This is an optimization exercise on Yosys and OpenROAD, whose aim is small area, not a production implementation.
Only simulation tests tie the RTL to the original design; equivalence was not proved.
No activity file was given, so power comes from the tool's default toggle rates.

===== design/flow/run.sh =====
#!/bin/bash
# synth_recipe.tcl (not shown) runs the flow's synth.tcl, then flattens the netlist and writes it again
# the make line also repeats each setting of config.mk as NAME=value (left out here)
make -C /OpenROAD-flow-scripts/flow DESIGN_CONFIG=/design/flow/config.mk WORK_HOME=/design/flow/orfs CLKGATE_MAP_FILE= SYNTH_SCRIPT=/design/flow/synth_recipe.tcl finish

===== design/flow/config.mk =====
export PLATFORM = sky130hd
export DESIGN_NAME = sdm_cic_decim
export DESIGN_NICKNAME = sdm_cic_decim
export VERILOG_FILES = /design/flow/design.v
export SDC_FILE = /design/flow/constraint.sdc
export NUM_CORES = 4
export LEC_CHECK = 0
export ABC_AREA = 1
export CAP_MARGIN = 0
export CORE_MARGIN = 2
export CORE_UTILIZATION = 55
export CTS_CLUSTER_DIAMETER = 100
export CTS_CLUSTER_SIZE = 30
export SLEW_MARGIN = 0

===== design/flow/constraint.sdc =====
create_clock -name core_clock -period 10.0 [get_ports {clk}]
set_input_delay 2.0000 -clock core_clock [delete_from_list [all_inputs] [get_ports {clk}]]
set_output_delay 2.0000 -clock core_clock [all_outputs]
set_load 0.01 [all_outputs]

===== design/flow/design.v =====
module sdm_cic_decim #(
    parameter int unsigned CH         = 4,
    parameter int unsigned ORDER      = 4,
    parameter int unsigned DECIM_LOG2 = 6,
    parameter int unsigned OUT_W      = 16
) (
    input  logic                  clk,
    input  logic                  rst,
    input  logic                  sync_clr,
    input  logic                  valid_in,
    input  logic [CH-1:0]         din,
    output logic                  dout_valid,
    input  logic                  dout_ready,
    output logic [CH*OUT_W-1:0]   dout,
    output logic                  overrun
);
    function automatic logic [23:0] add24(input logic [23:0] a, input logic [23:0] b);
        logic c;
        c = 1'b0;
        for (int i = 0; i < 24; i++) begin
            add24[i] = a[i] ^ b[i] ^ c;
            c = (a[i] & b[i]) | (a[i] & c) | (b[i] & c);
        end
    endfunction
    localparam int unsigned LAT = 5;
    logic [LAT-1:0] r_vd;             
    logic [CH-1:0]  r_dd [LAT];       
    logic [5:0]     r_rc;             
    logic [2:0]     r_warm;
    logic [CH-1:0]  r_fl;             
    logic          w_cap;
    logic [CH-1:0] w_b;
    assign w_cap = r_vd[LAT-1] && (r_rc == 6'd0);
    assign w_b   = r_vd[LAT-1] ? r_dd[LAT-1] : '0;
    always_ff @(posedge clk or posedge rst) begin
        if (rst) begin
            r_vd       <= '0;
            r_rc       <= 6'd1;
            r_warm     <= '0;
            dout_valid <= 1'b0;
            overrun    <= 1'b0;
        end else if (sync_clr) begin
            r_vd       <= '0;
            r_rc       <= 6'd1;
            r_warm     <= '0;
            dout_valid <= 1'b0;
            overrun    <= 1'b0;
        end else begin
            r_vd <= {r_vd[LAT-2:0], valid_in};
            if (r_vd[LAT-1]) r_rc <= r_rc + 1'b1;
            if (w_cap && r_warm != 3'd4) r_warm <= r_warm + 1'b1;
            if (w_cap && r_warm == 3'd4) begin
                dout_valid <= 1'b1;
                if (dout_valid && !dout_ready) overrun <= 1'b1;
            end else if (dout_ready) begin
                dout_valid <= 1'b0;
            end
        end
    end
    always_ff @(posedge clk) begin
        r_dd[0] <= din;
        for (int i = 1; i < LAT; i++) r_dd[i] <= r_dd[i-1];
        if (r_vd[LAT-1] && r_rc == 6'd32) r_fl <= r_dd[LAT-1];
    end
    logic [15:0] w0, w3;
    logic [17:0] w1, w2;
    logic [5:0]  r;
    logic [67:0] w_rom;
    assign r = r_rc;
    logic [596:0] rom_n;
    assign rom_n[557] = ~rom_n[547] & ~r[4];
    assign rom_n[573] = rom_n[567] & rom_n[547];
    assign w_rom[51] = ~rom_n[573] & ~r[5];
    assign rom_n[574] = w_rom[51] & ~rom_n[557];
    assign w_rom[0] = ~r[0] & ~r[1];
    assign rom_n[575] = w_rom[0] & ~r[2];
    assign rom_n[576] = ~rom_n[575] & r[3];
    assign rom_n[577] = ~rom_n[576] & ~r[4];
    assign rom_n[578] = ~w_rom[0] & r[2];
    assign rom_n[579] = ~rom_n[578] & ~r[3];
    assign rom_n[580] = ~rom_n[579] & r[4];
    assign rom_n[581] = ~rom_n[580] & r[5];
    assign rom_n[582] = rom_n[581] & ~rom_n[577];
    assign w_rom[49] = ~rom_n[582] & ~rom_n[574];
    assign rom_n[583] = ~rom_n[579] & ~rom_n[547];
    assign rom_n[584] = ~rom_n[583] & r[4];
    assign rom_n[585] = ~r[0] & r[2];
    assign rom_n[586] = ~r[0] & r[1];
    assign rom_n[587] = ~rom_n[586] & ~rom_n[585];
    assign rom_n[588] = r[1] & ~r[2];
    assign rom_n[589] = rom_n[588] & r[0];
    assign rom_n[590] = r[0] & ~r[1];
    assign rom_n[591] = ~rom_n[590] & ~rom_n[589];
    assign rom_n[592] = rom_n[591] & rom_n[587];
    assign rom_n[593] = ~rom_n[592] & r[3];
    assign rom_n[594] = r[0] & r[1];
    assign rom_n[595] = ~rom_n[594] & ~r[2];
    assign rom_n[596] = rom_n[595] & ~r[3];
    assign rom_n[0] = ~rom_n[596] & ~r[4];
    assign rom_n[1] = rom_n[0] & ~rom_n[593];
    assign rom_n[2] = ~rom_n[1] & ~rom_n[584];
    assign rom_n[3] = ~rom_n[2] & r[5];
    assign rom_n[4] = ~rom_n[547] & ~r[5];
    assign rom_n[5] = rom_n[4] & ~rom_n[584];
    assign w_rom[48] = ~rom_n[5] & ~rom_n[3];
    assign rom_n[6] = r[0] & r[2];
    assign rom_n[7] = rom_n[6] & r[1];
    assign rom_n[8] = ~w_rom[0] & ~r[2];
    assign rom_n[9] = ~rom_n[8] & r[3];
    assign rom_n[10] = rom_n[9] & ~rom_n[7];
    assign rom_n[11] = ~r[1] & r[2];
    assign rom_n[12] = ~rom_n[11] & ~r[3];
    assign rom_n[13] = rom_n[12] & ~rom_n[589];
    assign rom_n[14] = ~rom_n[13] & ~rom_n[10];
    assign rom_n[15] = ~rom_n[14] & ~r[4];
    assign rom_n[16] = ~r[1] & ~r[2];
    assign rom_n[17] = ~rom_n[16] & ~rom_n[578];
    assign rom_n[18] = ~rom_n[17] & ~r[3];
    assign rom_n[19] = ~rom_n[547] & r[4];
    assign rom_n[20] = rom_n[19] & ~rom_n[18];
    assign rom_n[21] = ~rom_n[20] & ~rom_n[15];
    assign rom_n[22] = ~rom_n[21] & r[5];
    assign rom_n[23] = ~rom_n[583] & ~r[4];
    assign rom_n[24] = ~rom_n[8] & r[4];
    assign rom_n[26] = rom_n[25] & w_rom[0];
    assign rom_n[27] = ~rom_n[26] & rom_n[24];
    assign rom_n[28] = ~rom_n[27] & ~r[5];
    assign rom_n[29] = rom_n[28] & ~rom_n[23];
    assign w_rom[47] = ~rom_n[29] & ~rom_n[22];
    assign rom_n[30] = rom_n[578] & ~r[3];
    assign rom_n[31] = ~rom_n[30] & ~r[4];
    assign rom_n[32] = rom_n[31] & ~rom_n[10];
    assign rom_n[33] = rom_n[585] & ~r[1];
    assign rom_n[34] = rom_n[586] & ~r[2];
    assign w_rom[1] = rom_n[34] | rom_n[33];
    assign rom_n[35] = ~w_rom[1] & ~rom_n[590];
    assign rom_n[36] = ~rom_n[35] & r[3];
    assign rom_n[37] = ~rom_n[594] & ~r[3];
    assign rom_n[38] = rom_n[37] & ~w_rom[0];
    assign rom_n[39] = ~rom_n[38] & r[4];
    assign rom_n[40] = rom_n[39] & ~rom_n[36];
    assign rom_n[41] = ~rom_n[40] & ~rom_n[32];
    assign rom_n[42] = ~rom_n[41] & ~r[5];
    assign rom_n[43] = ~rom_n[594] & ~w_rom[0];
    assign rom_n[44] = ~rom_n[43] & ~r[2];
    assign rom_n[45] = rom_n[586] & r[2];
    assign rom_n[46] = ~rom_n[45] & ~rom_n[44];
    assign rom_n[47] = rom_n[46] & ~r[3];
    assign w_rom[35] = ~r[0] & ~r[2];
    assign rom_n[48] = ~w_rom[35] & ~rom_n[6];
    assign rom_n[49] = rom_n[48] & ~r[1];
    assign rom_n[50] = ~rom_n[49] & ~rom_n[7];
    assign rom_n[51] = rom_n[50] & r[3];
    assign rom_n[52] = ~rom_n[51] & ~rom_n[47];
    assign rom_n[53] = rom_n[52] & ~r[4];
    assign rom_n[54] = r[3] & ~r[1];
    assign rom_n[55] = rom_n[16] & r[0];
    assign rom_n[56] = ~rom_n[55] & ~r[3];
    assign rom_n[57] = rom_n[56] & rom_n[43];
    assign rom_n[58] = ~rom_n[57] & ~rom_n[54];
    assign rom_n[59] = ~rom_n[58] & r[4];
    assign rom_n[60] = ~rom_n[59] & r[5];
    assign rom_n[61] = rom_n[60] & ~rom_n[53];
    assign w_rom[46] = ~rom_n[61] & ~rom_n[42];
    assign rom_n[62] = rom_n[46] & r[3];
    assign rom_n[63] = ~rom_n[585] & r[1];
    assign rom_n[64] = ~rom_n[63] & ~rom_n[33];
    assign rom_n[65] = rom_n[64] & ~r[3];
    assign rom_n[66] = ~rom_n[65] & ~r[4];
    assign rom_n[67] = rom_n[66] & ~rom_n[62];
    assign rom_n[68] = ~rom_n[547] & r[0];
    assign rom_n[69] = r[3] & ~r[0];
    assign rom_n[70] = ~rom_n[69] & r[4];
    assign rom_n[71] = ~rom_n[70] & ~rom_n[19];
    assign rom_n[72] = ~rom_n[71] & ~rom_n[68];
    assign rom_n[73] = ~rom_n[72] & ~r[5];
    assign rom_n[74] = rom_n[73] & ~rom_n[67];
    assign rom_n[75] = ~rom_n[48] & ~rom_n[16];
    assign rom_n[76] = ~rom_n[75] & r[3];
    assign rom_n[77] = rom_n[50] & ~r[3];
    assign rom_n[78] = ~rom_n[77] & ~rom_n[76];
    assign rom_n[79] = ~rom_n[78] & ~r[4];
    assign rom_n[80] = rom_n[56] & ~rom_n[585];
    assign rom_n[81] = ~rom_n[80] & rom_n[70];
    assign rom_n[82] = ~rom_n[81] & r[5];
    assign rom_n[83] = rom_n[82] & ~rom_n[79];
    assign w_rom[45] = rom_n[83] | rom_n[74];
    assign rom_n[84] = rom_n[6] & ~r[1];
    assign rom_n[85] = ~rom_n[84] & ~rom_n[34];
    assign rom_n[86] = rom_n[85] & ~r[3];
    assign rom_n[87] = ~rom_n[86] & ~r[4];
    assign rom_n[88] = rom_n[87] & ~rom_n[36];
    assign rom_n[89] = rom_n[595] & r[3];
    assign rom_n[90] = ~rom_n[89] & r[4];
    assign rom_n[91] = rom_n[8] & ~rom_n[594];
    assign rom_n[92] = ~rom_n[91] & ~rom_n[578];
    assign rom_n[93] = rom_n[92] & ~r[3];
    assign rom_n[94] = ~rom_n[93] & rom_n[90];
    assign rom_n[95] = ~rom_n[94] & r[5];
    assign rom_n[96] = rom_n[95] & ~rom_n[88];
    assign rom_n[97] = ~rom_n[11] & rom_n[567];
    assign rom_n[98] = rom_n[97] & rom_n[576];
    assign rom_n[99] = ~rom_n[98] & ~r[5];
    assign rom_n[100] = ~rom_n[43] & r[3];
    assign rom_n[101] = rom_n[89] & ~w_rom[0];
    assign rom_n[102] = ~rom_n[101] & ~rom_n[100];
    assign rom_n[103] = ~rom_n[102] & ~w_rom[35];
    assign rom_n[104] = ~rom_n[16] & ~rom_n[585];
    assign rom_n[105] = rom_n[104] & ~r[3];
    assign rom_n[106] = ~rom_n[105] & ~r[4];
    assign rom_n[107] = rom_n[106] & ~rom_n[103];
    assign rom_n[108] = ~rom_n[107] & rom_n[99];
    assign w_rom[44] = rom_n[108] | rom_n[96];
    assign rom_n[109] = ~rom_n[591] & ~r[3];
    assign rom_n[110] = ~rom_n[91] & r[3];
    assign rom_n[111] = ~rom_n[110] & r[4];
    assign rom_n[112] = rom_n[111] & ~rom_n[109];
    assign rom_n[113] = ~rom_n[78] & ~rom_n[34];
    assign rom_n[114] = ~rom_n[113] & ~r[4];
    assign rom_n[115] = ~rom_n[114] & ~rom_n[112];
    assign rom_n[116] = ~rom_n[115] & r[5];
    assign rom_n[117] = ~rom_n[104] & r[3];
    assign rom_n[118] = rom_n[117] & ~w_rom[35];
    assign rom_n[119] = ~rom_n[118] & r[3];
    assign rom_n[120] = rom_n[12] & ~rom_n[588];
    assign rom_n[121] = ~rom_n[120] & ~rom_n[119];
    assign rom_n[122] = ~rom_n[121] & r[4];
    assign rom_n[123] = rom_n[54] & ~r[2];
    assign rom_n[124] = ~rom_n[123] & ~rom_n[25];
    assign rom_n[125] = rom_n[587] & ~r[4];
    assign rom_n[126] = rom_n[125] & rom_n[124];
    assign rom_n[127] = ~rom_n[126] & ~rom_n[122];
    assign rom_n[128] = ~rom_n[127] & ~r[5];
    assign w_rom[43] = ~rom_n[128] & ~rom_n[116];
    assign rom_n[129] = ~rom_n[7] & ~r[3];
    assign rom_n[130] = ~w_rom[35] & ~rom_n[578];
    assign rom_n[131] = rom_n[130] & r[3];
    assign rom_n[132] = ~rom_n[131] & r[4];
    assign rom_n[133] = rom_n[132] & ~rom_n[129];
    assign rom_n[134] = ~r[3] & r[1];
    assign rom_n[135] = ~rom_n[134] & ~r[4];
    assign rom_n[136] = rom_n[135] & ~rom_n[36];
    assign rom_n[137] = ~rom_n[136] & r[5];
    assign rom_n[138] = rom_n[137] & ~rom_n[133];
    assign rom_n[139] = rom_n[18] & ~rom_n[8];
    assign rom_n[140] = ~rom_n[54] & ~r[4];
    assign rom_n[141] = rom_n[140] & ~rom_n[139];
    assign rom_n[142] = ~r[0] & r[4];
    assign rom_n[143] = rom_n[142] & ~rom_n[588];
    assign rom_n[144] = ~rom_n[143] & ~rom_n[70];
    assign rom_n[145] = ~rom_n[104] & rom_n[12];
    assign rom_n[146] = ~rom_n[145] & ~rom_n[144];
    assign rom_n[147] = ~rom_n[146] & ~r[5];
    assign rom_n[148] = rom_n[147] & ~rom_n[141];
    assign w_rom[42] = rom_n[148] | rom_n[138];
    assign rom_n[149] = ~rom_n[48] & rom_n[37];
    assign rom_n[150] = ~rom_n[149] & ~rom_n[110];
    assign rom_n[151] = ~rom_n[150] & r[4];
    assign rom_n[152] = rom_n[578] & r[3];
    assign rom_n[153] = ~rom_n[152] & rom_n[151];
    assign rom_n[154] = ~rom_n[586] & r[2];
    assign rom_n[155] = ~rom_n[154] & rom_n[110];
    assign rom_n[156] = ~rom_n[12] & ~r[4];
    assign rom_n[157] = rom_n[156] & ~rom_n[155];
    assign rom_n[158] = ~rom_n[157] & ~r[5];
    assign rom_n[159] = rom_n[158] & ~rom_n[153];
    assign rom_n[160] = ~rom_n[45] & ~rom_n[575];
    assign rom_n[161] = ~rom_n[33] & r[3];
    assign rom_n[162] = ~rom_n[161] & r[4];
    assign rom_n[163] = rom_n[162] & rom_n[160];
    assign rom_n[164] = ~rom_n[587] & ~r[3];
    assign rom_n[165] = ~rom_n[164] & ~r[4];
    assign rom_n[166] = rom_n[165] & ~rom_n[118];
    assign rom_n[167] = ~rom_n[166] & r[5];
    assign rom_n[168] = rom_n[167] & ~rom_n[163];
    assign w_rom[41] = rom_n[168] | rom_n[159];
    assign rom_n[169] = ~rom_n[149] & ~r[4];
    assign rom_n[170] = rom_n[169] & ~rom_n[92];
    assign rom_n[171] = rom_n[37] & ~rom_n[585];
    assign rom_n[172] = ~rom_n[142] & ~rom_n[19];
    assign rom_n[173] = ~rom_n[172] & ~rom_n[171];
    assign rom_n[174] = ~rom_n[173] & r[5];
    assign rom_n[175] = rom_n[174] & ~rom_n[170];
    assign rom_n[176] = rom_n[129] & ~rom_n[91];
    assign rom_n[177] = ~rom_n[49] & r[3];
    assign rom_n[178] = ~rom_n[177] & ~rom_n[176];
    assign rom_n[179] = ~rom_n[178] & r[4];
    assign rom_n[181] = ~rom_n[180] & ~rom_n[547];
    assign rom_n[182] = rom_n[181] & rom_n[594];
    assign rom_n[183] = w_rom[35] & ~r[3];
    assign rom_n[184] = ~rom_n[183] & ~r[4];
    assign rom_n[185] = rom_n[184] & ~rom_n[182];
    assign rom_n[186] = ~rom_n[185] & ~r[5];
    assign rom_n[187] = rom_n[186] & ~rom_n[179];
    assign w_rom[40] = rom_n[187] | rom_n[175];
    assign rom_n[188] = ~rom_n[590] & ~r[2];
    assign rom_n[189] = ~rom_n[188] & rom_n[580];
    assign rom_n[190] = rom_n[160] & r[3];
    assign rom_n[191] = ~rom_n[190] & rom_n[0];
    assign rom_n[192] = ~rom_n[191] & ~rom_n[189];
    assign rom_n[193] = ~rom_n[192] & ~r[5];
    assign rom_n[194] = rom_n[48] & ~r[3];
    assign rom_n[195] = ~rom_n[194] & r[4];
    assign rom_n[196] = rom_n[195] & ~rom_n[155];
    assign rom_n[197] = rom_n[547] & r[1];
    assign rom_n[198] = r[3] & r[0];
    assign rom_n[199] = ~rom_n[198] & ~r[4];
    assign rom_n[200] = rom_n[199] & ~rom_n[197];
    assign rom_n[201] = rom_n[200] & ~rom_n[145];
    assign rom_n[202] = ~rom_n[201] & r[5];
    assign rom_n[203] = rom_n[202] & ~rom_n[196];
    assign w_rom[39] = rom_n[203] | rom_n[193];
    assign rom_n[204] = ~rom_n[182] & ~rom_n[586];
    assign rom_n[205] = rom_n[204] & ~rom_n[18];
    assign rom_n[206] = ~rom_n[205] & r[4];
    assign rom_n[207] = ~rom_n[6] & r[1];
    assign rom_n[208] = ~rom_n[575] & ~r[3];
    assign rom_n[209] = rom_n[208] & ~rom_n[207];
    assign rom_n[210] = ~rom_n[575] & ~r[4];
    assign rom_n[211] = rom_n[210] & ~rom_n[182];
    assign rom_n[212] = rom_n[211] & ~rom_n[209];
    assign rom_n[213] = ~rom_n[212] & ~rom_n[206];
    assign rom_n[214] = r[5] & ~r[0];
    assign rom_n[215] = rom_n[214] & ~rom_n[213];
    assign rom_n[216] = ~rom_n[214] & rom_n[213];
    assign w_rom[38] = ~rom_n[216] & ~rom_n[215];
    assign rom_n[217] = ~rom_n[164] & rom_n[162];
    assign rom_n[218] = ~rom_n[181] & w_rom[0];
    assign rom_n[219] = ~rom_n[218] & rom_n[199];
    assign w_rom[37] = rom_n[219] | rom_n[217];
    assign rom_n[220] = ~rom_n[6] & ~rom_n[586];
    assign rom_n[221] = ~rom_n[220] & r[3];
    assign rom_n[222] = w_rom[0] & ~r[3];
    assign rom_n[223] = ~rom_n[222] & ~rom_n[6];
    assign w_rom[36] = rom_n[223] & ~rom_n[221];
    assign rom_n[225] = rom_n[183] & ~r[1];
    assign rom_n[226] = rom_n[225] & rom_n[224];
    assign w_rom[33] = ~rom_n[226] & r[5];
    assign rom_n[227] = ~r[3] & ~r[4];
    assign rom_n[228] = rom_n[227] & ~rom_n[226];
    assign w_rom[32] = ~rom_n[228] & ~w_rom[33];
    assign rom_n[230] = rom_n[229] & ~rom_n[225];
    assign rom_n[231] = rom_n[180] & r[4];
    assign rom_n[232] = r[3] & ~r[4];
    assign rom_n[233] = ~rom_n[232] & ~r[5];
    assign rom_n[234] = rom_n[233] & ~rom_n[231];
    assign rom_n[235] = ~rom_n[234] & ~rom_n[226];
    assign w_rom[31] = ~(rom_n[235] & ~rom_n[230]);
    assign rom_n[236] = ~rom_n[124] & r[4];
    assign rom_n[237] = ~rom_n[197] & ~r[4];
    assign rom_n[238] = rom_n[237] & ~rom_n[208];
    assign rom_n[239] = ~rom_n[238] & ~rom_n[236];
    assign rom_n[240] = ~rom_n[239] & ~r[5];
    assign rom_n[241] = ~rom_n[232] & r[5];
    assign rom_n[242] = rom_n[241] & ~rom_n[225];
    assign w_rom[30] = ~rom_n[242] & ~rom_n[240];
    assign rom_n[243] = rom_n[208] & r[4];
    assign rom_n[244] = ~r[2] & ~r[4];
    assign rom_n[245] = rom_n[244] & ~rom_n[222];
    assign rom_n[246] = ~rom_n[245] & ~rom_n[243];
    assign rom_n[247] = ~rom_n[246] & r[5];
    assign rom_n[248] = ~rom_n[130] & ~rom_n[69];
    assign rom_n[249] = ~rom_n[16] & r[3];
    assign rom_n[250] = rom_n[249] & ~rom_n[578];
    assign rom_n[251] = ~rom_n[250] & ~rom_n[248];
    assign rom_n[252] = rom_n[237] & ~rom_n[91];
    assign rom_n[253] = rom_n[252] & ~rom_n[251];
    assign rom_n[254] = rom_n[12] & ~rom_n[585];
    assign rom_n[255] = rom_n[254] & ~w_rom[0];
    assign rom_n[256] = rom_n[161] & ~rom_n[588];
    assign rom_n[257] = ~rom_n[256] & ~rom_n[255];
    assign rom_n[258] = ~rom_n[257] & r[4];
    assign rom_n[259] = ~rom_n[258] & ~r[5];
    assign rom_n[260] = rom_n[259] & ~rom_n[253];
    assign w_rom[29] = ~rom_n[260] & ~rom_n[247];
    assign rom_n[261] = rom_n[52] & rom_n[567];
    assign rom_n[262] = ~rom_n[590] & ~r[3];
    assign rom_n[263] = ~rom_n[262] & rom_n[85];
    assign rom_n[264] = ~rom_n[85] & ~r[3];
    assign rom_n[266] = rom_n[265] & ~rom_n[264];
    assign rom_n[267] = rom_n[266] & ~rom_n[263];
    assign rom_n[268] = ~rom_n[183] & ~r[1];
    assign rom_n[269] = ~rom_n[268] & rom_n[224];
    assign rom_n[270] = r[5] & ~r[3];
    assign rom_n[271] = rom_n[270] & rom_n[24];
    assign rom_n[272] = ~rom_n[271] & ~rom_n[269];
    assign rom_n[273] = rom_n[272] & ~rom_n[267];
    assign w_rom[28] = ~(rom_n[273] & ~rom_n[261]);
    assign rom_n[274] = ~rom_n[11] & ~rom_n[590];
    assign rom_n[275] = rom_n[274] & ~rom_n[69];
    assign rom_n[276] = ~rom_n[275] & rom_n[19];
    assign rom_n[277] = ~rom_n[276] & r[5];
    assign rom_n[278] = rom_n[587] & ~r[3];
    assign rom_n[279] = ~rom_n[278] & rom_n[199];
    assign rom_n[280] = ~rom_n[279] & rom_n[277];
    assign rom_n[281] = rom_n[75] & ~r[3];
    assign rom_n[282] = ~rom_n[281] & ~rom_n[222];
    assign rom_n[283] = rom_n[282] & ~rom_n[62];
    assign rom_n[284] = ~rom_n[283] & ~r[4];
    assign rom_n[285] = ~rom_n[86] & r[4];
    assign rom_n[286] = rom_n[285] & ~rom_n[62];
    assign rom_n[287] = ~rom_n[286] & ~rom_n[284];
    assign rom_n[288] = ~rom_n[287] & ~r[5];
    assign w_rom[27] = rom_n[288] | rom_n[280];
    assign rom_n[289] = rom_n[8] & ~r[3];
    assign rom_n[290] = ~rom_n[289] & rom_n[237];
    assign rom_n[291] = ~rom_n[164] & rom_n[111];
    assign rom_n[292] = ~rom_n[291] & ~rom_n[290];
    assign rom_n[293] = ~rom_n[292] & r[5];
    assign rom_n[294] = ~rom_n[123] & ~rom_n[100];
    assign rom_n[295] = ~rom_n[77] & r[4];
    assign rom_n[296] = rom_n[295] & rom_n[294];
    assign rom_n[297] = ~rom_n[207] & ~rom_n[84];
    assign rom_n[298] = ~rom_n[297] & r[3];
    assign rom_n[299] = ~rom_n[298] & ~rom_n[18];
    assign rom_n[300] = ~rom_n[299] & ~r[4];
    assign rom_n[301] = ~rom_n[300] & ~r[5];
    assign rom_n[302] = rom_n[301] & ~rom_n[296];
    assign w_rom[26] = rom_n[302] | rom_n[293];
    assign rom_n[303] = ~rom_n[43] & rom_n[12];
    assign rom_n[304] = ~rom_n[123] & ~rom_n[69];
    assign rom_n[305] = ~rom_n[304] & ~rom_n[218];
    assign rom_n[306] = ~rom_n[305] & ~r[4];
    assign rom_n[307] = rom_n[306] & ~rom_n[303];
    assign rom_n[308] = ~rom_n[262] & r[4];
    assign rom_n[309] = rom_n[308] & rom_n[130];
    assign rom_n[310] = ~rom_n[309] & ~rom_n[307];
    assign rom_n[311] = ~rom_n[310] & r[5];
    assign rom_n[312] = rom_n[285] & ~rom_n[118];
    assign rom_n[313] = rom_n[297] & ~r[3];
    assign rom_n[314] = ~w_rom[0] & r[3];
    assign rom_n[315] = rom_n[314] & rom_n[48];
    assign rom_n[316] = ~rom_n[315] & ~r[4];
    assign rom_n[317] = rom_n[316] & ~rom_n[313];
    assign rom_n[318] = ~rom_n[317] & ~rom_n[312];
    assign rom_n[319] = ~rom_n[318] & ~r[5];
    assign w_rom[25] = ~rom_n[319] & ~rom_n[311];
    assign rom_n[320] = rom_n[134] & ~r[0];
    assign rom_n[321] = rom_n[249] & ~rom_n[43];
    assign rom_n[322] = ~rom_n[321] & ~rom_n[320];
    assign rom_n[323] = ~rom_n[322] & ~r[4];
    assign rom_n[324] = rom_n[162] & ~rom_n[91];
    assign rom_n[325] = ~rom_n[324] & r[5];
    assign rom_n[326] = rom_n[325] & ~rom_n[323];
    assign rom_n[327] = ~r[0] & ~r[4];
    assign rom_n[328] = rom_n[327] & rom_n[588];
    assign rom_n[329] = ~rom_n[328] & ~rom_n[156];
    assign rom_n[330] = ~rom_n[329] & ~rom_n[100];
    assign rom_n[331] = ~rom_n[330] & ~rom_n[295];
    assign rom_n[332] = ~rom_n[101] & ~r[5];
    assign rom_n[333] = rom_n[332] & ~rom_n[331];
    assign w_rom[24] = ~rom_n[333] & ~rom_n[326];
    assign rom_n[334] = rom_n[220] & r[3];
    assign rom_n[335] = ~rom_n[334] & ~rom_n[47];
    assign rom_n[336] = rom_n[54] & w_rom[35];
    assign rom_n[337] = ~rom_n[336] & ~rom_n[335];
    assign rom_n[338] = ~rom_n[337] & rom_n[567];
    assign rom_n[339] = ~rom_n[289] & ~rom_n[585];
    assign rom_n[340] = ~rom_n[339] & rom_n[265];
    assign rom_n[341] = ~rom_n[34] & ~rom_n[11];
    assign rom_n[342] = rom_n[341] & ~rom_n[6];
    assign rom_n[343] = ~rom_n[342] & rom_n[232];
    assign rom_n[344] = ~w_rom[35] & rom_n[37];
    assign rom_n[345] = ~rom_n[576] & r[4];
    assign rom_n[346] = rom_n[345] & ~rom_n[344];
    assign rom_n[347] = rom_n[297] & rom_n[227];
    assign rom_n[348] = ~rom_n[347] & r[5];
    assign rom_n[349] = rom_n[348] & ~rom_n[346];
    assign rom_n[350] = rom_n[349] & ~rom_n[343];
    assign rom_n[351] = ~rom_n[350] & ~rom_n[340];
    assign w_rom[23] = ~(rom_n[351] & ~rom_n[338]);
    assign rom_n[352] = ~rom_n[250] & ~r[4];
    assign rom_n[353] = rom_n[352] & ~rom_n[182];
    assign rom_n[354] = rom_n[297] & ~rom_n[198];
    assign rom_n[355] = ~rom_n[354] & rom_n[90];
    assign rom_n[356] = ~rom_n[355] & ~rom_n[353];
    assign rom_n[357] = ~rom_n[356] & ~r[5];
    assign rom_n[358] = ~rom_n[588] & r[3];
    assign rom_n[359] = ~rom_n[320] & ~r[4];
    assign rom_n[360] = rom_n[359] & ~rom_n[358];
    assign rom_n[361] = rom_n[360] & rom_n[50];
    assign rom_n[362] = rom_n[587] & r[3];
    assign rom_n[363] = ~rom_n[362] & rom_n[308];
    assign rom_n[364] = ~rom_n[363] & r[5];
    assign rom_n[365] = rom_n[364] & ~rom_n[361];
    assign w_rom[22] = ~rom_n[365] & ~rom_n[357];
    assign rom_n[366] = ~rom_n[44] & ~rom_n[578];
    assign rom_n[367] = rom_n[199] & ~rom_n[54];
    assign rom_n[368] = rom_n[367] & ~rom_n[366];
    assign rom_n[369] = ~rom_n[368] & ~rom_n[236];
    assign rom_n[370] = ~rom_n[369] & r[5];
    assign rom_n[371] = rom_n[282] & rom_n[90];
    assign rom_n[372] = w_rom[1] & r[3];
    assign rom_n[373] = ~rom_n[80] & ~r[4];
    assign rom_n[374] = rom_n[373] & ~rom_n[372];
    assign rom_n[375] = ~rom_n[374] & ~rom_n[371];
    assign rom_n[376] = ~rom_n[375] & ~r[5];
    assign w_rom[21] = rom_n[376] | rom_n[370];
    assign rom_n[377] = rom_n[212] & ~rom_n[6];
    assign rom_n[378] = rom_n[596] & r[4];
    assign rom_n[379] = ~rom_n[378] & ~rom_n[580];
    assign rom_n[380] = ~rom_n[379] & ~rom_n[117];
    assign rom_n[381] = ~rom_n[380] & ~rom_n[377];
    assign rom_n[382] = ~rom_n[381] & rom_n[214];
    assign rom_n[383] = rom_n[381] & ~rom_n[214];
    assign w_rom[20] = rom_n[383] | rom_n[382];
    assign w_rom[50] = rom_n[581] | rom_n[573];
    assign rom_n[384] = rom_n[180] & ~rom_n[586];
    assign rom_n[385] = ~rom_n[384] & ~rom_n[547];
    assign rom_n[386] = ~rom_n[385] & rom_n[327];
    assign rom_n[387] = rom_n[385] & ~rom_n[327];
    assign w_rom[19] = rom_n[387] | rom_n[386];
    assign w_rom[18] = ~rom_n[281] & ~rom_n[9];
    assign rom_n[388] = rom_n[152] & ~r[4];
    assign rom_n[389] = ~rom_n[388] & ~rom_n[345];
    assign w_rom[14] = ~rom_n[389] & r[5];
    assign rom_n[390] = rom_n[161] & rom_n[24];
    assign rom_n[391] = ~rom_n[595] & ~r[3];
    assign rom_n[392] = rom_n[232] & ~rom_n[578];
    assign rom_n[393] = ~rom_n[392] & ~rom_n[391];
    assign rom_n[394] = rom_n[393] & ~rom_n[390];
    assign w_rom[13] = ~rom_n[394] & r[5];
    assign rom_n[395] = ~rom_n[13] & r[4];
    assign rom_n[396] = rom_n[395] & ~rom_n[100];
    assign rom_n[397] = ~rom_n[392] & rom_n[0];
    assign rom_n[398] = ~rom_n[397] & r[5];
    assign rom_n[399] = rom_n[398] & ~rom_n[396];
    assign w_rom[12] = rom_n[399] | rom_n[573];
    assign rom_n[400] = ~rom_n[281] & ~rom_n[69];
    assign rom_n[401] = ~rom_n[400] & rom_n[229];
    assign rom_n[402] = rom_n[181] & rom_n[97];
    assign rom_n[403] = ~rom_n[321] & ~rom_n[13];
    assign rom_n[404] = ~rom_n[403] & rom_n[224];
    assign rom_n[405] = ~rom_n[404] & ~rom_n[402];
    assign w_rom[11] = ~(rom_n[405] & ~rom_n[401]);
    assign rom_n[406] = rom_n[25] & r[1];
    assign rom_n[407] = ~rom_n[406] & rom_n[208];
    assign rom_n[408] = rom_n[407] & r[4];
    assign rom_n[409] = ~rom_n[408] & rom_n[99];
    assign rom_n[410] = ~rom_n[409] & ~rom_n[277];
    assign rom_n[411] = rom_n[249] & rom_n[591];
    assign rom_n[412] = ~rom_n[411] & ~rom_n[281];
    assign rom_n[413] = ~rom_n[412] & rom_n[224];
    assign w_rom[10] = rom_n[413] | rom_n[410];
    assign rom_n[414] = rom_n[56] & ~rom_n[586];
    assign rom_n[415] = ~rom_n[414] & ~rom_n[119];
    assign rom_n[416] = ~rom_n[415] & r[4];
    assign rom_n[417] = ~rom_n[416] & ~rom_n[388];
    assign rom_n[418] = ~rom_n[417] & ~r[5];
    assign rom_n[419] = ~rom_n[593] & ~r[4];
    assign rom_n[420] = rom_n[419] & rom_n[35];
    assign rom_n[421] = rom_n[37] & ~rom_n[24];
    assign rom_n[422] = ~rom_n[421] & rom_n[291];
    assign rom_n[423] = ~rom_n[422] & r[5];
    assign rom_n[424] = rom_n[423] & ~rom_n[420];
    assign w_rom[9] = rom_n[424] | rom_n[418];
    assign rom_n[425] = ~rom_n[183] & rom_n[132];
    assign rom_n[426] = ~rom_n[104] & ~r[3];
    assign rom_n[427] = ~rom_n[426] & rom_n[419];
    assign rom_n[428] = ~rom_n[427] & ~rom_n[425];
    assign rom_n[429] = ~rom_n[428] & r[5];
    assign rom_n[430] = rom_n[232] & ~rom_n[64];
    assign rom_n[431] = ~rom_n[430] & ~r[5];
    assign rom_n[432] = rom_n[431] & ~rom_n[151];
    assign w_rom[8] = ~rom_n[432] & ~rom_n[429];
    assign rom_n[433] = rom_n[162] & ~rom_n[63];
    assign rom_n[434] = rom_n[358] & ~w_rom[0];
    assign rom_n[435] = ~rom_n[25] & ~r[4];
    assign rom_n[436] = rom_n[435] & ~rom_n[384];
    assign rom_n[437] = rom_n[436] & ~rom_n[434];
    assign rom_n[438] = ~rom_n[437] & r[5];
    assign rom_n[439] = rom_n[438] & ~rom_n[433];
    assign rom_n[440] = rom_n[37] & ~rom_n[8];
    assign rom_n[441] = ~rom_n[440] & rom_n[132];
    assign rom_n[442] = ~rom_n[117] & ~r[4];
    assign rom_n[443] = ~rom_n[442] & ~r[5];
    assign rom_n[444] = rom_n[443] & ~rom_n[441];
    assign w_rom[7] = rom_n[444] | rom_n[439];
    assign rom_n[445] = rom_n[204] & ~rom_n[48];
    assign rom_n[446] = ~rom_n[445] & rom_n[195];
    assign rom_n[447] = rom_n[249] & ~rom_n[6];
    assign rom_n[448] = ~rom_n[447] & ~r[4];
    assign rom_n[449] = rom_n[448] & ~rom_n[255];
    assign rom_n[450] = ~rom_n[449] & r[5];
    assign rom_n[451] = rom_n[450] & ~rom_n[446];
    assign rom_n[452] = ~rom_n[63] & ~r[3];
    assign rom_n[453] = ~rom_n[452] & rom_n[162];
    assign w_rom[66] = rom_n[265] & ~rom_n[180];
    assign rom_n[454] = ~w_rom[66] & ~rom_n[567];
    assign rom_n[455] = rom_n[135] & ~rom_n[131];
    assign rom_n[456] = ~rom_n[455] & ~rom_n[454];
    assign rom_n[457] = rom_n[456] & ~rom_n[453];
    assign w_rom[6] = rom_n[457] | rom_n[451];
    assign rom_n[458] = rom_n[46] & r[4];
    assign rom_n[459] = ~rom_n[154] & ~r[3];
    assign rom_n[460] = ~rom_n[459] & ~r[4];
    assign rom_n[461] = ~rom_n[460] & ~rom_n[236];
    assign rom_n[462] = rom_n[461] & ~rom_n[458];
    assign rom_n[463] = rom_n[366] & r[3];
    assign rom_n[464] = ~rom_n[463] & ~r[5];
    assign rom_n[465] = rom_n[464] & ~rom_n[462];
    assign rom_n[466] = rom_n[306] & ~rom_n[194];
    assign rom_n[467] = rom_n[342] & r[3];
    assign rom_n[468] = ~rom_n[467] & ~rom_n[379];
    assign rom_n[469] = ~rom_n[468] & r[5];
    assign rom_n[470] = rom_n[469] & ~rom_n[466];
    assign w_rom[5] = rom_n[470] | rom_n[465];
    assign rom_n[471] = ~r[5] & ~r[0];
    assign rom_n[472] = rom_n[56] & ~rom_n[45];
    assign rom_n[473] = ~rom_n[472] & ~rom_n[358];
    assign rom_n[474] = ~rom_n[473] & ~r[4];
    assign rom_n[475] = ~rom_n[134] & ~rom_n[30];
    assign rom_n[476] = ~rom_n[434] & r[4];
    assign rom_n[477] = rom_n[476] & rom_n[475];
    assign rom_n[478] = ~rom_n[477] & ~rom_n[474];
    assign rom_n[479] = ~rom_n[478] & rom_n[471];
    assign rom_n[480] = rom_n[478] & ~rom_n[471];
    assign w_rom[4] = ~rom_n[480] & ~rom_n[479];
    assign rom_n[481] = ~rom_n[289] & ~rom_n[221];
    assign rom_n[482] = ~rom_n[481] & rom_n[327];
    assign rom_n[483] = rom_n[481] & ~rom_n[327];
    assign w_rom[3] = rom_n[483] | rom_n[482];
    assign w_rom[2] = rom_n[282] & ~rom_n[152];
    assign w_rom[65] = ~rom_n[454] & ~rom_n[249];
    assign rom_n[484] = ~rom_n[249] & rom_n[580];
    assign rom_n[485] = ~rom_n[452] & rom_n[352];
    assign rom_n[486] = ~rom_n[485] & ~r[5];
    assign rom_n[487] = rom_n[486] & ~rom_n[484];
    assign w_rom[64] = rom_n[487] | rom_n[226];
    assign rom_n[488] = rom_n[85] & ~r[4];
    assign rom_n[489] = rom_n[488] & rom_n[282];
    assign rom_n[490] = ~rom_n[250] & r[4];
    assign rom_n[491] = rom_n[490] & ~rom_n[65];
    assign rom_n[492] = ~rom_n[491] & ~r[5];
    assign rom_n[493] = rom_n[492] & ~rom_n[489];
    assign rom_n[494] = rom_n[227] & r[5];
    assign rom_n[495] = rom_n[494] & ~rom_n[592];
    assign w_rom[63] = rom_n[495] | rom_n[493];
    assign rom_n[496] = ~rom_n[440] & rom_n[557];
    assign rom_n[497] = ~rom_n[496] & r[5];
    assign rom_n[498] = ~rom_n[102] & ~rom_n[44];
    assign rom_n[499] = ~rom_n[498] & rom_n[66];
    assign rom_n[500] = rom_n[294] & rom_n[195];
    assign rom_n[501] = ~rom_n[500] & ~r[5];
    assign rom_n[502] = rom_n[501] & ~rom_n[499];
    assign w_rom[62] = ~rom_n[502] & ~rom_n[497];
    assign rom_n[503] = ~rom_n[358] & ~rom_n[47];
    assign rom_n[504] = ~rom_n[503] & rom_n[224];
    assign rom_n[505] = ~rom_n[254] & ~rom_n[119];
    assign rom_n[506] = ~rom_n[505] & r[4];
    assign rom_n[507] = ~rom_n[274] & r[3];
    assign rom_n[508] = ~rom_n[507] & rom_n[106];
    assign rom_n[509] = ~rom_n[508] & ~rom_n[506];
    assign rom_n[510] = ~rom_n[509] & ~r[5];
    assign w_rom[61] = rom_n[510] | rom_n[504];
    assign rom_n[511] = ~rom_n[459] & rom_n[111];
    assign rom_n[512] = ~rom_n[384] & ~r[4];
    assign rom_n[513] = rom_n[512] & ~rom_n[411];
    assign rom_n[514] = ~rom_n[513] & ~rom_n[511];
    assign rom_n[515] = ~rom_n[514] & ~r[5];
    assign rom_n[516] = ~rom_n[341] & r[3];
    assign rom_n[517] = ~rom_n[516] & ~rom_n[313];
    assign rom_n[518] = ~rom_n[517] & ~r[4];
    assign rom_n[519] = ~rom_n[378] & r[5];
    assign rom_n[520] = rom_n[519] & ~rom_n[518];
    assign w_rom[60] = ~rom_n[520] & ~rom_n[515];
    assign rom_n[521] = rom_n[93] & r[4];
    assign rom_n[522] = rom_n[199] & ~rom_n[26];
    assign rom_n[523] = rom_n[522] & rom_n[85];
    assign rom_n[524] = ~rom_n[523] & ~rom_n[521];
    assign rom_n[525] = ~rom_n[524] & r[5];
    assign rom_n[526] = rom_n[391] & ~w_rom[0];
    assign rom_n[527] = ~rom_n[334] & r[4];
    assign rom_n[528] = rom_n[527] & ~rom_n[526];
    assign rom_n[529] = rom_n[314] & ~rom_n[589];
    assign rom_n[530] = ~rom_n[529] & ~r[4];
    assign rom_n[531] = rom_n[530] & ~rom_n[407];
    assign rom_n[532] = ~rom_n[531] & ~r[5];
    assign rom_n[533] = rom_n[532] & ~rom_n[528];
    assign w_rom[59] = rom_n[533] | rom_n[525];
    assign rom_n[534] = rom_n[92] & r[3];
    assign rom_n[535] = ~rom_n[534] & ~rom_n[289];
    assign rom_n[536] = ~rom_n[535] & r[5];
    assign rom_n[537] = rom_n[25] & ~rom_n[590];
    assign rom_n[538] = ~rom_n[537] & ~rom_n[536];
    assign rom_n[539] = ~rom_n[538] & ~r[4];
    assign rom_n[540] = rom_n[229] & ~w_rom[1];
    assign rom_n[541] = rom_n[540] & rom_n[129];
    assign rom_n[542] = rom_n[265] & rom_n[76];
    assign rom_n[543] = ~rom_n[314] & ~rom_n[171];
    assign rom_n[544] = ~rom_n[543] & rom_n[567];
    assign rom_n[545] = ~rom_n[544] & ~rom_n[542];
    assign rom_n[546] = rom_n[545] & ~rom_n[541];
    assign w_rom[58] = ~(rom_n[546] & ~rom_n[539]);
    assign rom_n[548] = ~rom_n[251] & ~r[4];
    assign rom_n[549] = ~rom_n[339] & rom_n[262];
    assign rom_n[550] = ~rom_n[362] & r[4];
    assign rom_n[551] = rom_n[550] & ~rom_n[549];
    assign rom_n[552] = ~rom_n[551] & ~r[5];
    assign rom_n[553] = rom_n[552] & ~rom_n[548];
    assign rom_n[554] = ~rom_n[336] & r[4];
    assign rom_n[555] = rom_n[554] & ~rom_n[209];
    assign rom_n[556] = rom_n[435] & ~rom_n[177];
    assign rom_n[558] = ~rom_n[556] & r[5];
    assign rom_n[559] = rom_n[558] & ~rom_n[555];
    assign w_rom[57] = rom_n[559] | rom_n[553];
    assign rom_n[560] = ~rom_n[414] & rom_n[304];
    assign rom_n[561] = ~rom_n[560] & rom_n[567];
    assign rom_n[562] = rom_n[123] & r[0];
    assign rom_n[563] = ~rom_n[562] & rom_n[475];
    assign rom_n[564] = ~rom_n[563] & rom_n[229];
    assign rom_n[565] = ~rom_n[564] & ~rom_n[561];
    assign rom_n[566] = rom_n[265] & ~rom_n[101];
    assign rom_n[568] = rom_n[566] & ~rom_n[526];
    assign rom_n[569] = rom_n[442] & r[5];
    assign rom_n[570] = rom_n[569] & ~rom_n[472];
    assign rom_n[571] = ~rom_n[570] & ~rom_n[568];
    assign w_rom[56] = ~(rom_n[571] & rom_n[565]);
    assign rom_n[572] = ~rom_n[198] & ~rom_n[143];
    assign w_rom[55] = rom_n[572] & ~rom_n[328];
    assign w_rom[54] = ~rom_n[69] & ~rom_n[6];
    assign w_rom[15] = rom_n[229] & rom_n[576];
    assign w_rom[67] = rom_n[265] & rom_n[180];
    assign rom_n[547] = r[3] & r[2];
    assign rom_n[567] = ~r[5] & r[4];
    assign rom_n[25] = ~r[3] & r[2];
    assign rom_n[180] = ~r[3] & ~r[2];
    assign rom_n[224] = r[5] & ~r[4];
    assign rom_n[229] = r[5] & r[4];
    assign rom_n[265] = ~r[5] & ~r[4];
    assign w_rom[53] = w_rom[35];
    assign w_rom[52] = w_rom[0];
    assign w_rom[34] = w_rom[0];
    assign w_rom[17] = w_rom[1];
    assign w_rom[16] = w_rom[0];
    assign {w0, w1, w2, w3} = w_rom;
    for (genvar c = 0; c < CH; c++) begin : g_ch
        logic [23:0] s0, s1, s2;
        logic [19:0] s3;
        logic        sat;
        assign sat = r_fl[c] && (s0[23:8] == 16'd0);
        always_ff @(posedge clk) begin
            s0 <= add24(w_cap ? s1 : s0, w_b[c] ? 24'(w0) : 24'd0);
            s1 <= add24(w_cap ? s2 : s1, w_b[c] ? 24'(w1) : 24'd0);
            s2 <= add24(w_cap ? 24'(s3) : s2, w_b[c] ? 24'(w2) : 24'd0);
            s3 <= 20'(add24(w_cap ? 24'd0 : 24'(s3), w_b[c] ? 24'(w3) : 24'd0));
            if (w_cap) dout[c*OUT_W +: OUT_W] <= {!s0[23] && !sat, s0[22:8] | {15{sat}}};
        end
    end
endmodule

==> results of run 1 <==
[path summary, 6_finish.rpt]
check | startpoint | endpoint | slack, ps | cells past startpoint
worst max-delay path | r_rc[0] | g_ch[1].s1[23] | 250 | 32
worst min-delay path | r_dd[0][3] | r_dd[1][3] | 340 | 0
worst max register to register | r_rc[0] | g_ch[1].s1[23] | 250 | 32
worst min register to register | r_dd[0][3] | r_dd[1][3] | 340 | 0
max in group asynchronous | rst | r_rc[1] | 7740 | 2
min in group asynchronous | rst | r_rc[4] | 1790 | 2
[cells by family after synthesis]
family | synth area share
flip-flops | 0.4000
buffers and inverters | 0.07342
AND/OR/NAND/NOR | 0.1932
adder cells (fa/ha/maj) | 0.2566
AO/OA/AOI/OAI | 0.06827
multiplexers | 0.002353
XOR/XNOR | 0.006175
[cell usage in the layout, fill, tap and decap left out, drive strengths merged, types with 6 or more instances in the layout]
cell           Yosys  layout
nor3              11      11
dfrtp             15      15
fa               256     256
clkbuf            27      30
edfxtp            68      68
nand4              8       8
mux2i              6       6
nand2            784     784
dfxtp            388     388
inv              319     321
buf              103      80
nand3            106     106
clkdlybuf4s50      0      74
o21ai            236     236
ha               114     114
nor2             323     323
a21oi             91      91
xnor2             17      17
[power by group through the flow]
stage | clock network (mW) | logic (mW) | registers [mW]
2_1_floorplan | 0 | 0.848 | 2.68
3_3_place_gp | 0 | 1.07 | 2.74
3_5_place_dp | 0 | 1.17 | 2.75
4_1_cts | 1.03 | 1.17 | 2.71
5_1_grt | 1.09 | 1.39 | 2.76
6_report | 1.02 | 1.16 | 2.72
[cells in the mapped netlist, drive strengths merged, types with 17 or more instances]
master,n
fa,256
buf,103
o21ai,236
edfxtp,68
inv,319
dfxtp,388
clkbuf,27
nor2,323
ha,114
nand2,784
a21oi,91
nand3,106
xnor2,17
[state kept, by name, indices dropped and copies added (netlist names), 5 cells and up]
signal and cells:
g_ch.s1 96, dout 64, g_ch.s3 80, g_ch.s2 96, r_vd 5, g_ch.s0 96, r_dd 20, r_rc 6
[layer usage]
metal | up-vias | wire length, microns | global-route usage
li1 | 9089 | - | -
met4 | 2 | 5812 | 0.2088
met1 | 9621 | 30330 | 0.4268
met2 | 884 | 37460 | 0.5610
met3 | 246 | 6612 | 0.05502
met5 | - | 13 | 0
[through the flow]
stage / hold WS, ps / utilization / total power, mW / setup slack, ps
floorplan: 309.6 / - / 3.527 / 3.879
global placement: 311.1 / 0.5923 / 3.809 / 170.3
detailed placement: 312.1 / 0.5923 / 3.920 / 102.8
CTS: 337.3 / 0.6054 / 4.917 / 71.03
global route: 339.5 / 0.6063 / 5.243 / 5.709
finish: 335.7 / 0.6064 / 4.896 / 248.3
[layout make-up]
class	instances	share of cell area
repair buffers	154	0.04980
diodes	2	0.0001811
multi-input cells	1978	0.4880
clock inverters	4	0.002218
well taps	600	0.02716
inverters	319	0.04369
clock buffers	30	0.01947
flip-flops and latches	472	0.3695
[repair_timing]
item | 4_1_cts | 5_1_grt
hold endpoints to repair | 0 | 0
endpoints found under the setup margin | 0 | 10
gates resized for setup | 0 | 12
==> impl_metrics.csv, run 1 <==
group,metric,value,unit
status,outcome,"complete, but fails checks",
setup_path,cp_data_arrival_time,10210,ps
job,maxCapViolCount,2,
layout,drive_above_1_share,0.04904,
die,num_rows,78,
drt,drt_iter0_drc,2090,
logic_synthesis,synth.area.top_cells,"dfxtp_1 (30%), fa_1 (20%), nand2_1 (11%)",
cts,clock_sinks,472,
setup_path,path_class,"flip-flop to flip-flop",
logic_synthesis,yosys.area.top_type_share,0.3043,
power_and_ir_drop,intPower,3.290,mW
logic_synthesis,ys_async_sr_fraction,0.03390,
power_and_ir_drop,sw_frac_of_total,0.3281,
logic_synthesis,synth_area_leader_cell,"dfxtp_1",
setup_path,worst_ep_required_time,10460,ps
sta,skew,37.86,ps
placement,port_buffers,74,
global_route,grt_start_max_net_pins,109,
sta,finalSetupViolCount,0,
die,die_h,219.4,microns
layout,final_cells,3559,
sta,slew_viol_final,9,
cts,h-tree-depth,1,
logic_synthesis,netlist_area,0.02553,sq mm
cts,cts_made_buffers,20,
drt,wire_per_inst,22.54,microns
global_route,antenna_found_initial,3,
power_and_ir_drop,comb_power_share,0.237,
power_and_ir_drop,leakage,13.62,nW
drt,final_antenna_net_count,0,
logic_synthesis,yosysWarnings,2,
placement,placedCellCount,3523,
global_route,grt_usage,0.3426,
drt,vias_per_cell,5.575,
layout,synthToLayoutAreaGrowth,8.258,%
logic_synthesis,synth.avg_cell_area,8.806,sq um
setup_path,crit_path_max_fanout,11,
status,violatedChecks,"max-capacitance violations, max-slew violations",
die,core,0.04558,sq mm
cts,clk_latency,590,ps
setup_path,cpPeakStageDelay,570,ps
setup_path,crit_top_cell,"fa_1",
drt,drt_wl_total,80240,microns
logic_synthesis,syn_inst,2899,
placement,hpwl,61060,microns
cts,cts_root_buf,"clkbuf_16",
setup_path,crit_family,"adder cells",
logic_synthesis,synth_ff_type,"dfxtp_1",
setup_path,cp_slowest_cell,"dfstp_2",
drt,drc,0,
sta,slew_headroom,-0.04531,
layout,postLayoutCellArea,0.02764,sq mm
placement,gp_congestion,1.034,
die,start_util,0.5601,
power_and_ir_drop,ir_drop,0.1815,mV
power_and_ir_drop,powerDensity,177.2,mW/mm^2
sta,grt_setup_unrepaired,"no",
layout,num-fill-cells,3955,
power_and_ir_drop,p_seq_frac,0.555,
sta,worstMarginPinSlew,1565,ps
logic_synthesis,synth_edf_count,68,
cts,postCtsSetupRepairBufs,0,
drt,vias,19840,
die,die_w,219.4,microns
setup_path,crit_path_start_kind,"flip-flop",
sta,tns,0,ps
cts,cts.clk_slew.worst_paths,110,ps
cts,cts_tree,"built",
global_route,grt_pass1_vias,20050,
sta,hold_violations,0,
layout,multi_input_area,0.01349,sq mm
setup_path,critPathBufInv,6,
power_and_ir_drop,power.share.clock,0.208,
global_route,grt_pass1_wl,120800,microns
placement,placed_area,0.02699,sq mm
layout,nNetsFinal,3324,
sta,fmax,102.5,MHz
die,io_pins,75,
logic_synthesis,seq_area_frac_synth,0.4000,
logic_synthesis,ys_seq_elements,472,
cts,cts-hold-fix-buffers,0,
logic_synthesis,synth_cell_types,44,
layout,seqCellArea,0.01021,sq mm
hold_path,min_path_type,"flip-flop to flip-flop",
sta,post-route-period-util,0.9752,
power_and_ir_drop,power.net_switching,1.606,mW
drt,drt-pass1-iter-count,5,
global_route,overflow,0,
setup_path,crit_path_end_kind,"flip-flop",
cts,cts_buffer_depth,3,
sta,period_needed,9752,ps
die,die-area,0.04816,sq mm
==> inputs of run 2 (changes only) <==
==> design/flow/flow/run.sh (new file) <==
#!/bin/bash
# Layout flow: the standard flow (standard.sh), run in three parts so that
#  - floorplan skips its wire-load-model timing repair (REMOVE_ABC_BUFFERS=1);
#    the placement, CTS and global-route repairs still close timing on the
#    placed design, without the floorplan's pessimistic upsizing;
#  - the port buffers are the platform's smallest buffer, buf_1.
# Synthesis is the standard one, unchanged. Each part logs to its own file here.
set -euo pipefail
bash standard.sh synth > synth.log 2>&1
REMOVE_ABC_BUFFERS=1 bash standard.sh floorplan > floorplan.log 2>&1
BUFFER_PORTS_ARGS="-buffer_cell sky130_fd_sc_hd__buf_1" bash standard.sh finish > finish.log 2>&1
==> design/flow/standard.sh (new file) <==
#!/bin/bash
# synth_recipe.tcl (not shown) runs the flow's synth.tcl, then flattens the netlist and writes it again
# the make line also repeats each setting of config.mk as NAME=value (left out here)
make -C /OpenROAD-flow-scripts/flow DESIGN_CONFIG=/design/flow/config.mk WORK_HOME=/design/flow/orfs CLKGATE_MAP_FILE= SYNTH_SCRIPT=/design/flow/synth_recipe.tcl "${@:-finish}"
removed: design/flow/run.sh
==> run 2 against run 1 <==
Effect of this change: the run now finishes clean; fmax up 0.78%; synthesized area unchanged; critical path depth fell by 1.
==> impl_metrics.csv, run 2 <==
group,metric,value,unit
layout,nNetsFinal,3311,
global_route,grt_start_max_net_pins,200,
cts,cts_root_buf,"clkbuf_16",
layout,mostFrequentLayoutCell,"nand2_1",
setup_path,reg2reg_from,"r_rc[0]",
job,maxCapViolCount,0,
logic_synthesis,syn_inst,2899,
die,die_w,219.4,microns
sta,fmax,103.3,MHz
placement,hpwl,54420,microns
drt,drt-met1-wl,30200,microns
sta,tns,0,ps
sta,period_needed,9676,ps
sta,worstMarginPinSlew,972.0,ps
layout,n_antenna_cell,0,
layout,postLayoutCellArea,0.02710,sq mm
setup_path,crit_path_end_kind,"flip-flop",
setup_path,cp_slowest_cell,"dfstp_2",
logic_synthesis,yosysMostFrequentCell,"nand2_1",
sta,hold_violations,0,
die,die_h,219.4,microns
drt,met3_wirelength,5235,microns
logic_synthesis,ys_async_sr_fraction,0.03390,
logic_synthesis,yosys.area.top_type_share,0.3043,
cts,clk_latency,590,ps
setup_path,r2r_end,"g_ch[0].s0[23]",
drt,wire_per_inst,20.20,microns
drt,vias,19220,
placement,placedCellCount,3508,
die,die-area,0.04816,sq mm
cts,cts_made_buffers,21,
setup_path,crit_path_start_kind,"flip-flop",
layout,synthToLayoutAreaGrowth,6.160,%
global_route,grt_pass1_vias,19150,
cts,cts_tree,"built",
drt,top_layer,"met4",
logic_synthesis,seq_area_frac_synth,0.4000,
logic_synthesis,synth_cell_types,44,
logic_synthesis,synth_area_leader_cell,"dfxtp_1",
layout,final_cell_mix,"nand2_1 (777), dfxtp_1 (388), nor2_1 (317)",
setup_path,r2r_setup_slack,320,ps
layout,drive_above_1_share,0.04416,
die,core,0.04558,sq mm
drt,drt-pass1-iter-count,8,
hold_path,min_path_type,"flip-flop to flip-flop",
sta,finalSetupViolCount,0,
setup_path,cp_data_arrival_time,10160,ps
placement,port_buffers,74,
drt,drt_wl_total,71580,microns
layout,reg_top3,"g_ch.s0 x96, g_ch.s1 x96, g_ch.s2 x96",
hold_path,holdPathEnd,"r_dd[2][0]",
cts,postCtsSetupRepairBufs,0,
global_route,antenna_found_initial,1,
setup_path,path_class,"flip-flop to flip-flop",
setup_path,worst_ep_required_time,10480,ps
drt,vias_per_cell,5.423,
setup_path,crit_top_cell,"fa_1",
power_and_ir_drop,power,4.851,mW
logic_synthesis,synth_edf_count,68,
die,io_pins,75,
cts,cts_buffer_depth,3,
setup_path,cpPeakStageDelay,550,ps
global_route,grt_usage,0.3043,
cts,clock_sinks,472,
placement,placed_area,0.02640,sq mm
setup_path,crit_path_max_fanout,7,
cts,h-tree-depth,1,
logic_synthesis,synth_ff_type,"dfxtp_1",
logic_synthesis,synth_common_cells,"nand2_1 (782), dfxtp_1 (388), nor2_1 (317), inv_1 (310), fa_1 (256)",
logic_synthesis,synth.area.top_cells,"dfxtp_1 (30%), fa_1 (20%), nand2_1 (11%)",
setup_path,reg2reg_depth,31,
status,outcome,"timing/DRC/antenna clean",
global_route,grt_pass1_wl,110000,microns
layout,fin_util,0.5947,
logic_synthesis,ys_seq_elements,472,
die,start_util,0.5601,
layout,final_cells,3544,
global_route,overflow,0,
drt,final_antenna_net_count,0,
drt,detailroute.wirelength.met2,32600,microns
power_and_ir_drop,leakage,13.38,nW
logic_synthesis,synth.avg_cell_area,8.806,sq um
power_and_ir_drop,powerDensity,179.0,mW/mm^2
die,num_rows,78,
sta,slew_headroom,0.3520,
power_and_ir_drop,ir_drop,0.2044,mV
sta,post-route-period-util,0.9676,
logic_synthesis,netlist_area,0.02553,sq mm
sta,slew_viol_final,0,
drt,drc,0,
hold_path,min-delay-start,"r_dd[1][0]",
cts,cts.clk_slew.worst_paths,110,ps
drt,drt_iter0_drc,1890,
sta,skew,36.53,ps
placement,gp_congestion,1.038,
logic_synthesis,yosysWarnings,2,
hold_path,whs_path_depth,0,
[run 2: worst max-delay path by stage]
stage | from | endpoint | cells after the start
final | r_rc[0] | g_ch[0].s0[23] | 31
after global routing | r_rc[3] | g_ch[0].s0[23] | 33
after CTS | r_rc[0] | g_ch[0].s0[23] | 30
after detailed placement | r_rc[0] | g_ch[0].s0[23] | 30
after global placement | r_rc[0] | g_ch[0].s0[23] | 32
after floorplan | r_rc[3] | g_ch[0].s0[23] | 33
[run 2: final cells by class]
type,instances,area (sq um)
multi-input cells,1978,13470
repair buffers,140,810.8
flip-flops and latches,472,10210
fillers,4017,18470
well taps,600,750.7
inverters,319,1205
clock buffers,30,559.3
clock inverters,5,91.34
[run 2: repair_timing]
item | 4_1_cts | 5_1_grt
gates resized for setup | 1 | 6
endpoints found under the setup margin | 1 | 15
gates cloned | 0 | 1
hold buffers | 0 | 0
pin swaps | 0 | 0
[run 2: stage by stage]
step | worst slack (ps) | hold slack, ps
finish | 323.5 | 337.9
global route | -9.882 | 347.0
CTS | 44.79 | 341.6
detailed placement | 9.545 | 313.6
global placement | 91.85 | 312.4
floorplan | -5905 | 309.6
[run 2: critical path, delay by kind of cell (launching register included)]
| family | cells | cell delay (ps) |
|---|---|---|
| flops | 1 | 550 |
| buf+inv | 5 | 400 |
| fa+ha+maj | 24 | 8450 |
| xor+xnor | 1 | 120 |
| simple gates | 1 | 80 |
[run 2: logic make-up (layout without fill, tap and decap cells)]
group / count (synthesis) / in the layout / synth area share
flops: 472 / 472 / 0.4000
xor+xnor: 18 / 18 / 0.006175
compound gates: 339 / 339 / 0.06827
fa+ha+maj: 370 / 370 / 0.2566
mux: 6 / 6 / 0.002353
simple gates: 1245 / 1245 / 0.1932
buf+inv: 449 / 494 / 0.07342
[run 2: metal layers]
layer,up-vias,track usage
li1,9053,-
met1,9354,0.4173
met2,664,0.4805
met3,149,0.04726
met4,0,0.1320
met5,-,0
[run 2: report_power, final]
part           leakage, nW  internal [mW]  switching, mW  total (mW)
logic                 9.00          0.398          0.708        1.11
registers             4.08           2.49          0.214        2.70
clock network        0.309          0.414          0.631        1.05

-- afterwards: timing with drivers on the ports --
In the flow no input, the clock included, has a driving cell. The finished layouts below were timed again as built, in two steps.
Step 1, drivers: a clkbuf_16 drives clk and a buf_2 each remaining input, both assumed.
Step 2 also shifts input and output timing later by t, the mid clock arrival at the registers, as if the neighbouring blocks saw the same clock.
Slacks: ideal ports / drivers / drivers and shift; pairs: ideal ports / drivers.
| run | t (ns) | slack for setup (ns) | worst data-port slew with drivers (ns) |
|---|---|---|---|
| run 1 | 0.627 | 0.248 / 0.248 / 0.248 | 0.03 |
| run 2 | 0.624 | 0.324 / 0.324 / 0.324 | 0.05 |
